Context: an optimization exercise on an open-source flow, tuned for small area and a short achievable clock period. The choices shown serve that exercise and are no tape-out recipe. The RTL was checked by simulation tests, not by an equivalence proof against the original design. Power and IR drop assume default switching activity.

### flow/design.v
`default_nettype none
package alu_pkg;
	localparam int WIDTH   = 32;  
	localparam int LANES   = 4;   
	localparam int LATENCY = 3;   
	localparam int BLK     = 2;   
	localparam int NBLK    = WIDTH / BLK;
	localparam int GRP     = 4;   
	localparam int NGRP    = NBLK / GRP;
	typedef enum logic [2:0] {
		ADD = 3'd0,  
		SUB = 3'd1,  
		SEQ = 3'd2,  
		SNE = 3'd3,  
		SLT = 3'd4,  
		SGT = 3'd5,  
		SLE = 3'd6,  
		SGE = 3'd7   
	} alu_op_e;
endpackage
`default_nettype wire
`timescale 1ns/1ps
`default_nettype none
module op_dispatch (
	input  logic                                     clk,
	input  logic                                     arst_n,
	input  logic                                     in_valid,
	input  logic [2:0]                               op,
	input  logic [alu_pkg::LANES*alu_pkg::WIDTH-1:0] a_bus,
	input  logic [alu_pkg::LANES*alu_pkg::WIDTH-1:0] b_bus,
	output logic                                     req_valid,
	output logic [2:0]                               req_op,
	output logic                                     req_sub,   
	output logic [alu_pkg::LANES*alu_pkg::WIDTH-1:0] req_sum,   
	output logic [alu_pkg::LANES*alu_pkg::NBLK-1:0]  req_gen    
);
	localparam int WIDTH = alu_pkg::WIDTH;
	localparam int LANES = alu_pkg::LANES;
	localparam int BLK   = alu_pkg::BLK;
	localparam int NBLK  = alu_pkg::NBLK;
	logic                   sub;
	logic [LANES*WIDTH-1:0] b_eff;
	logic [LANES*WIDTH-1:0] sum_d;
	logic [LANES*NBLK-1:0]  gen_d;
	assign sub   = (op != alu_pkg::ADD);  
	assign b_eff = b_bus ^ {(LANES*WIDTH){sub}};
	genvar j, i;
	generate
		for (j = 0; j < LANES*NBLK; j++)
		begin : g_blk
			logic [BLK:0] c;
			assign c[0] = 1'b0;
			for (i = 0; i < BLK; i++)
			begin : g_bit
				assign sum_d[j*BLK+i] = a_bus[j*BLK+i] ^ b_eff[j*BLK+i] ^ c[i];
				assign c[i+1] = (a_bus[j*BLK+i] & b_eff[j*BLK+i])
					| (c[i] & (a_bus[j*BLK+i] ^ b_eff[j*BLK+i]));
			end
			assign gen_d[j] = c[BLK];
		end
	endgenerate
	always_ff @(posedge clk or negedge arst_n)
	begin
		if (!arst_n)
			req_valid <= 1'b0;
		else
			req_valid <= in_valid;
	end
	always_ff @(posedge clk)
	begin
		req_op  <= op;
		req_sub <= sub;
		req_sum <= sum_d;
		req_gen <= gen_d;
	end
endmodule
`default_nettype wire
`timescale 1ns/1ps
`default_nettype none
module alu_lane (
	input  logic                      clk,
	input  logic [2:0]                req_op,
	input  logic                      req_sub,   
	input  logic [alu_pkg::WIDTH-1:0] req_sum,   
	input  logic [alu_pkg::NBLK-1:0]  req_gen,   
	output logic [alu_pkg::WIDTH-1:0] result,
	output logic                      cout,
	output logic                      zero
);
	localparam int WIDTH = alu_pkg::WIDTH;
	localparam int BLK   = alu_pkg::BLK;
	localparam int NBLK  = alu_pkg::NBLK;
	localparam int GRP   = alu_pkg::GRP;
	localparam int NGRP  = alu_pkg::NGRP;
	logic             use_set;
	logic [NBLK-1:0]  prop;       
	logic [NBLK:0]    carry;      
	logic [NGRP-1:0]  grp_gen;    
	logic [NGRP-1:0]  grp_prop;   
	logic [NGRP:0]    grp_carry;  
	logic [WIDTH-1:0] sum;
	logic             sum_zero;
	logic             set_bit;
	logic [WIDTH-1:0] lane_res;
	assign use_set = req_op[2] | req_op[1];
	genvar j, q, i;
	generate
		for (j = 0; j < NBLK; j++)
		begin : g_prop
			assign prop[j] = &req_sum[j*BLK +: BLK];
		end
		for (q = 0; q < NGRP; q++)
		begin : g_grp
			logic [GRP:0] gg;  
			assign gg[0] = 1'b0;
			for (i = 0; i < GRP; i++)
			begin : g_gg
				assign gg[i+1] = req_gen[q*GRP+i] | (prop[q*GRP+i] & gg[i]);
			end
			assign grp_gen[q]  = gg[GRP];
			assign grp_prop[q] = &prop[q*GRP +: GRP];
			assign grp_carry[q+1] = grp_gen[q] | (grp_prop[q] & grp_carry[q]);
			assign carry[q*GRP] = grp_carry[q];
			for (i = 1; i < GRP; i++)
			begin : g_c
				assign carry[q*GRP+i] = req_gen[q*GRP+i-1] | (prop[q*GRP+i-1] & carry[q*GRP+i-1]);
			end
		end
	endgenerate
	assign grp_carry[0] = req_sub;  
	assign carry[NBLK]  = grp_carry[NGRP];
	generate
		for (j = 0; j < NBLK; j++)
		begin : g_inc
			logic [BLK:0] t;
			assign t[0] = carry[j];
			for (i = 0; i < BLK; i++)
			begin : g_bit
				assign sum[j*BLK+i] = req_sum[j*BLK+i] ^ t[i];
				assign t[i+1]       = req_sum[j*BLK+i] & t[i];
			end
		end
	endgenerate
	assign sum_zero = (sum == '0);
	always_comb
	begin
		case (req_op)
			alu_pkg::SEQ: set_bit = sum_zero;
			alu_pkg::SNE: set_bit = ~sum_zero;
			alu_pkg::SLT: set_bit = ~carry[NBLK];
			alu_pkg::SGT: set_bit = carry[NBLK] & ~sum_zero;
			alu_pkg::SLE: set_bit = ~carry[NBLK] | sum_zero;
			default:      set_bit = carry[NBLK];  
		endcase
		lane_res = use_set ? {{(WIDTH-1){1'b0}}, set_bit} : sum;
	end
	always_ff @(posedge clk)
	begin
		result <= lane_res;
		cout   <= carry[NBLK];  
		zero   <= use_set ? ~set_bit : sum_zero;
	end
endmodule
`default_nettype wire
`timescale 1ns/1ps
`default_nettype none
module result_collect (
	input  logic                                     clk,
	input  logic                                     arst_n,
	input  logic                                     req_valid,
	input  logic [alu_pkg::LANES*alu_pkg::WIDTH-1:0] res_result,
	input  logic [alu_pkg::LANES-1:0]                res_cout,
	input  logic [alu_pkg::LANES-1:0]                res_zero,
	output logic                                     out_valid,
	output logic [alu_pkg::LANES*alu_pkg::WIDTH-1:0] result_bus,
	output logic [alu_pkg::LANES-1:0]                carry_bus,
	output logic [alu_pkg::LANES-1:0]                zero_bus
);
	logic res_valid;
	always_ff @(posedge clk or negedge arst_n)
	begin
		if (!arst_n)
		begin
			res_valid <= 1'b0;
			out_valid <= 1'b0;
		end
		else
		begin
			res_valid <= req_valid;
			out_valid <= res_valid;
		end
	end
	always_ff @(posedge clk)
	begin
		result_bus <= res_result;
		carry_bus  <= res_cout;
		zero_bus   <= res_zero;
	end
endmodule
`default_nettype wire
`timescale 1ns/1ps
`default_nettype none
module alu_array_top (
	input  logic         clk,
	input  logic         arst_n,
	input  logic         in_valid,
	input  logic [2:0]   op,          
	input  logic [127:0] a_bus,       
	input  logic [127:0] b_bus,
	output logic         out_valid,
	output logic [127:0] result_bus,
	output logic [3:0]   carry_bus,
	output logic [3:0]   zero_bus
);
	localparam int WIDTH = alu_pkg::WIDTH;
	localparam int LANES = alu_pkg::LANES;
	localparam int NBLK  = alu_pkg::NBLK;
	logic                   req_valid;
	logic [2:0]             req_op;
	logic                   req_sub;
	logic [LANES*WIDTH-1:0] req_sum;
	logic [LANES*NBLK-1:0]  req_gen;
	logic [LANES*WIDTH-1:0] res_result;
	logic [LANES-1:0]       res_cout;
	logic [LANES-1:0]       res_zero;
	op_dispatch u_dispatch (
		.clk       (clk),
		.arst_n    (arst_n),
		.in_valid  (in_valid),
		.op        (op),
		.a_bus     (a_bus),
		.b_bus     (b_bus),
		.req_valid (req_valid),
		.req_op    (req_op),
		.req_sub   (req_sub),
		.req_sum   (req_sum),
		.req_gen   (req_gen)
	);
	genvar i;
	generate
		for (i = 0; i < LANES; i++)
		begin : g_lane
			alu_lane u_lane (
				.clk     (clk),
				.req_op  (req_op),
				.req_sub (req_sub),
				.req_sum (req_sum[i*WIDTH +: WIDTH]),
				.req_gen (req_gen[i*NBLK +: NBLK]),
				.result  (res_result[i*WIDTH +: WIDTH]),
				.cout    (res_cout[i]),
				.zero    (res_zero[i])
			);
		end
	endgenerate
	result_collect u_collect (
		.clk        (clk),
		.arst_n     (arst_n),
		.req_valid  (req_valid),
		.res_result (res_result),
		.res_cout   (res_cout),
		.res_zero   (res_zero),
		.out_valid  (out_valid),
		.result_bus (result_bus),
		.carry_bus  (carry_bus),
		.zero_bus   (zero_bus)
	);
endmodule
`default_nettype wire
### flow/flow/run.sh
#!/bin/bash
# The standard layout, with the smallest buffer on every port instead of the
# one buffer_ports picks on its own, a clock tree of smaller buffers without
# dummy loads, and timing repair that aims well below the clock period.
set -euo pipefail
export BUFFER_PORTS_ARGS="-buffer_cell sky130_fd_sc_hd__buf_1"
export CTS_ARGS="-sink_clustering_enable -repair_clock_nets -dont_use_dummy_load -sink_clustering_size 16 -sink_clustering_max_diameter 60 -buf_list {sky130_fd_sc_hd__clkbuf_4 sky130_fd_sc_hd__clkbuf_8}"
export SETUP_SLACK_MARGIN=13.2
bash standard.sh > standard.log 2>&1
### flow/standard.sh
#!/bin/bash
# synth_recipe.tcl (not shown) runs the flow's synth.tcl, then flattens the netlist and writes it again
# the make line also repeats each setting of config.mk as NAME=value (left out here)
make -C /OpenROAD-flow-scripts/flow DESIGN_CONFIG=/design/flow/config.mk WORK_HOME=/design/flow/orfs CLKGATE_MAP_FILE= SYNTH_SCRIPT=/design/flow/synth_recipe.tcl "${@:-finish}"
### flow/config.mk
export PLATFORM = sky130hd
export DESIGN_NAME = alu_array_top
export DESIGN_NICKNAME = alu_array_top
export VERILOG_FILES = /design/flow/design.v
export SDC_FILE = /design/flow/constraint.sdc
export NUM_CORES = 4
export LEC_CHECK = 0
export CAP_MARGIN = 20
export CORE_MARGIN = 2
export CORE_UTILIZATION = 40
export SLEW_MARGIN = 20
export SYNTH_HIERARCHICAL = 1
### flow/constraint.sdc
create_clock -name core_clock -period 18.0 [get_ports {clk}]
set_input_delay 3.6000 -clock core_clock [delete_from_list [all_inputs] [get_ports {clk}]]
set_output_delay 3.6000 -clock core_clock [all_outputs]
set_load 0.01 [all_outputs]
==> impl_summary.log <==
[metrics] status: finished clean
[metrics] Final Hold Vio Count: 0
[metrics] HPWL reported at the end of detailed placement: 30200 um
[metrics] cell area after technology mapping: 17000 um2
[metrics] combinational family with the most area after synthesis: adder cells
[metrics] setup_tns: 0 ns
[metrics] critical path capture point type: flip-flop
[metrics] Compound-Gate Fraction of Synth Area: 0.0632
[metrics] Leakage: 7.66 nW
[metrics] final RePlAce weighted congestion: 0.852
[metrics] Worst-path clk slew: 0.09 ns
[metrics] syn nets: 1769
[metrics] average wire length per cell after detail routing: 18.1 um
[metrics] final worst-path cycle share: 0.264
[metrics] portion of the post-synthesis area used by sequential elements: 0.555
[metrics] setup violation total in the final timing report: 0
[metrics] highest net fanout along the worst path: 32
[metrics] classification of the worst-slack hold path: flip-flop to flip-flop
[metrics] library cells used by synthesis: 45
[metrics] Period minus WS final: 4.75 ns
[metrics] fraction of the mapped netlist area in simple logic gates: 0.0941
[metrics] Yosys reg bits: 471
[metrics] Synth top cells by count: sky130_fd_sc_hd__dfxtp_1 (468), sky130_fd_sc_hd__xnor2_1 (176), sky130_fd_sc_hd__ha_1 (128), sky130_fd_sc_hd__and2_1 (80)
[metrics] kind of start point of the critical path: input pin
[metrics] buffers from clock root to sink, at most: 3
[metrics] tightest slew margin relative to the limit: 0.348
[metrics] Initial Utilization: 0.406
[metrics] clock insertion delay at the later pin of the skew report: 0.60 ns
[metrics] Root Driver: sky130_fd_sc_hd__clkbuf_8
[metrics] mean instance size in the synthesized netlist: 12.9 um2
[metrics] area of the die: 44200 um2
[metrics] multiplexer share of the synthesized area: 0.00471
[metrics] Pre-Repair DR Iteration Count: 4
[metrics] die outline width: 210 um
[metrics] most frequently used flop master after synthesis: sky130_fd_sc_hd__dfxtp_1
[metrics] number of buffers inserted by hold repair at cts: 0
[metrics] most common cell in the synthesized netlist: sky130_fd_sc_hd__dfxtp_1
[metrics] clk sink count: 471
[metrics] dominant cells by area after synthesis: sky130_fd_sc_hd__dfxtp_1 (55%), sky130_fd_sc_hd__ha_1 (9.4%), sky130_fd_sc_hd__xnor2_1 (9.1%), sky130_fd_sc_hd__fa_1 (7.5%), sky130_fd_sc_hd__and2_1 (2.9%)
[metrics] clock tree from TritonCTS: yes
[metrics] Yosys top cell by area: sky130_fd_sc_hd__dfxtp_1
[metrics] Synth warnings: 9
[metrics] arrival time of data at the critical path endpoint: 5.24 ns
[metrics] proportion of netlist area held by the largest area contributor: 0.551
[metrics] initial drt markers: 347
[metrics] aggregate routed wire length: 41300 um
[metrics] number of global-route vias before repair: 11.4k
[metrics] layout-stage area growth over the synthesis result: 16.4%
[metrics] CTS H-tree lvls: 2
[metrics] fin nets: 2192
[metrics] CTS buffer count: 41
[metrics] Maximum Capacitance Violations: 0
[metrics] Remaining Overflow, GRT: 0
[metrics] I/O Buffers: 398
[metrics] Core Footprint: 41900 um2
[metrics] post-placement setup slack: 12.23 ns
[metrics] share of layout cells above drive strength 1: 0.0599
[metrics] unrepaired setup endpoints after global routing: no
[metrics] cell count after synthesis: 1315
[metrics] Post-DRT Antenna Nets: 0
[metrics] Synth async-reset ratio: 0.00637
[metrics] global-route wire length before repair: 61500 um
[metrics] via count: 10.8k
[metrics] largest net degree at the start of global routing: 65
[metrics] critical path data required time: 18.49 ns
[metrics] max frequency: 0.210 GHz
[metrics] xor and xnor area share after synthesis: 0.0988
[metrics] number of antenna violations at the first check in global routing: 2
[metrics] Fin Clk Skew: 0.0549 ns
[metrics] count of pins on the block boundary: 399
[metrics] overall routing resource usage: 0.182
[metrics] Vias/cell: 4.73
[metrics] share of synthesized cell area in full adder, half adder and majority cells: 0.169
[metrics] fin. max-slew vios: 0
[metrics] die height: 210 um
[metrics] crit path setup slack, layout: 13.25 ns
[metrics] transition time at the pin with the least slew margin: 0.974 ns
[metrics] final routed DRC violation total: 0
[metrics] EDFF count, synth: 0
[metrics] Power Density: 111 nW/um2
[metrics] number of rows in the core area: 75
[metrics] Max VDD drop: 0.0721 mV
[metrics] critical path start-end classification: input pin to flip-flop
## Yosys stat by module (local to each module, per instance), excerpt
| module | flops+latches | cells inside | cell area, um2 | copies in the design |
|---|---|---|---|---|
| alu_lane | 34 | 177 | 1730 | 4 |
| op_dispatch | 197 | 469 | 7310 | 1 |
| result_collect | 138 | 138 | 2770 | 1 |
## metal layers
| layer | GRT usage | wire length (um) |
|---|---|---|
| met1 | 0.234 | 18800 |
| met5 | 0 | 13 |
| met4 | 0.0567 | 969 |
| met3 | 0.0365 | 2270 |
| met2 | 0.308 | 19300 |
## final cells by class
| class | instances | area (um2) |
|---|---|---|
| Antenna cell | 1 | 2.50 |
| Sequential cell | 471 | 9440 |
| Inverter | 17 | 63.8 |
| Fill cell | 3887 | 22100 |
| Clock buffer | 41 | 564 |
| Timing Repair Buffer | 406 | 1680 |
| Multi-Input combinational cell | 801 | 7380 |
| Tap cell | 539 | 674 |
## cells in the final DEF (no fill, tap or decap), types with 10 or more instances in the layout
master,n
sky130_fd_sc_hd__buf_1,384
sky130_fd_sc_hd__inv_1,17
sky130_fd_sc_hd__dfxtp_1,468
sky130_fd_sc_hd__nand2b_1,12
sky130_fd_sc_hd__clkbuf_8,41
sky130_fd_sc_hd__ha_1,124
sky130_fd_sc_hd__nand4_1,36
sky130_fd_sc_hd__nor2_1,62
sky130_fd_sc_hd__nand2_1,20
sky130_fd_sc_hd__a31oi_1,28
sky130_fd_sc_hd__xor2_1,16
sky130_fd_sc_hd__fa_1,63
sky130_fd_sc_hd__xnor2_1,171
sky130_fd_sc_hd__nor4_1,28
sky130_fd_sc_hd__a31o_1,20
sky130_fd_sc_hd__buf_2,10
sky130_fd_sc_hd__and2_1,80
## through the flow
step	total power, mW	hold WS, ns	cell area (um2)	instances	util
2_1_floorplan	1.53	0.310	17100	1315	-
3_3_place_gp	1.69	0.311	19100	2229	0.455
3_5_place_dp	1.70	0.312	19100	2229	0.455
4_1_cts	2.23	0.295	19700	2273	0.471
5_1_grt	2.33	0.301	19800	2275	0.472
6_report	2.20	0.295	19800	2276	0.472
## final timing paths
check / from / end / slack (ns) / cells past startpoint
min in group asynchronous: arst_n / u_dispatch.req_valid / 2.79 / 1
setup reg to reg: u_dispatch.req_sub / g_lane[3].u_lane.zero / 14.06 / 14
max in group asynchronous: arst_n / u_collect.res_valid / 15.06 / 1
hold / removal: g_lane[2].u_lane.result[8] / u_collect.result_bus[72] / 0.30 / 0
hold reg to reg: g_lane[2].u_lane.result[8] / u_collect.result_bus[72] / 0.30 / 0
setup / recovery: op[2] / u_dispatch.req_sum[7] / 13.25 / 7
## state kept, by name, summed over array words and instances, names as in the netlist
signal	flops
g_lane.u_lane.cout	4
g_lane.u_lane.result	128
g_lane.u_lane.zero	4
u_collect.carry_bus	4
u_collect.out_valid	1
u_collect.res_valid	1
u_collect.result_bus	128
u_collect.zero_bus	4
u_dispatch.req_gen	64
u_dispatch.req_op	3
u_dispatch.req_sub	1
u_dispatch.req_sum	128
u_dispatch.req_valid	1
## kinds of logic after synthesis
family,Yosys count
adder cells (fa/ha/maj),192
multiplexers,8
flip-flops,471
AND/OR/NAND/NOR,285
AO/OA/AOI/OAI,124
buffers and inverters,43
XOR/XNOR,192
## worst max-delay path, stage by stage
cell and delay (ns):
sky130_fd_sc_hd__buf_1 0.11, sky130_fd_sc_hd__nor3_4 0.22, sky130_fd_sc_hd__buf_12 0.18, sky130_fd_sc_hd__buf_16 0.30
sky130_fd_sc_hd__xnor2_1 0.17, sky130_fd_sc_hd__ha_1 0.21, sky130_fd_sc_hd__fa_1 0.42
## repair_timing
| item | CTS | global route |
|---|---|---|
| setup buffers | 1 | 0 |
| gates cloned | 2 | 2 |
| pin swaps | 1 | 0 |
| gates resized for setup | 13 | 4 |
| endpoints found under the setup margin | 138 | 8 |
| endpoints found under the hold margin | 0 | 0 |
## where the power goes
group	switching, mW	internal (mW)	leakage [nW]
clock network	0.316	0.204	0.295
registers	0.0912	1.19	3.93
logic	0.224	0.179	3.44

re-timing with driven ports:
In the flow no input, the clock included, has a driving cell. The finished layout below was timed again as built, in two steps.
Step 1: set_driving_cell puts a clkbuf_16 on clk and a buf_2 on each other input, an assumption about the parent block.
Step 2, shift: input delay + t, output delay - t, t = (earliest + latest rising clock arrival at the registers) / 2. This alone moves slack from input paths to output paths.
Slacks: ideal ports / drivers / drivers and shift; pairs: ideal ports / drivers.
t, ns: 0.623
setup WS [ns]: 13.249 / 13.222 / 12.648
slew at the worst register clock pin (ns): 0.10 / 0.10
worst data-port slew with drivers (ns): 0.08
cell pins on the clock port's net: 1
After both steps this run still meets setup and hold. The setup slack of this run moves by -0.027 ns with the drivers and by -0.601 ns with both steps.
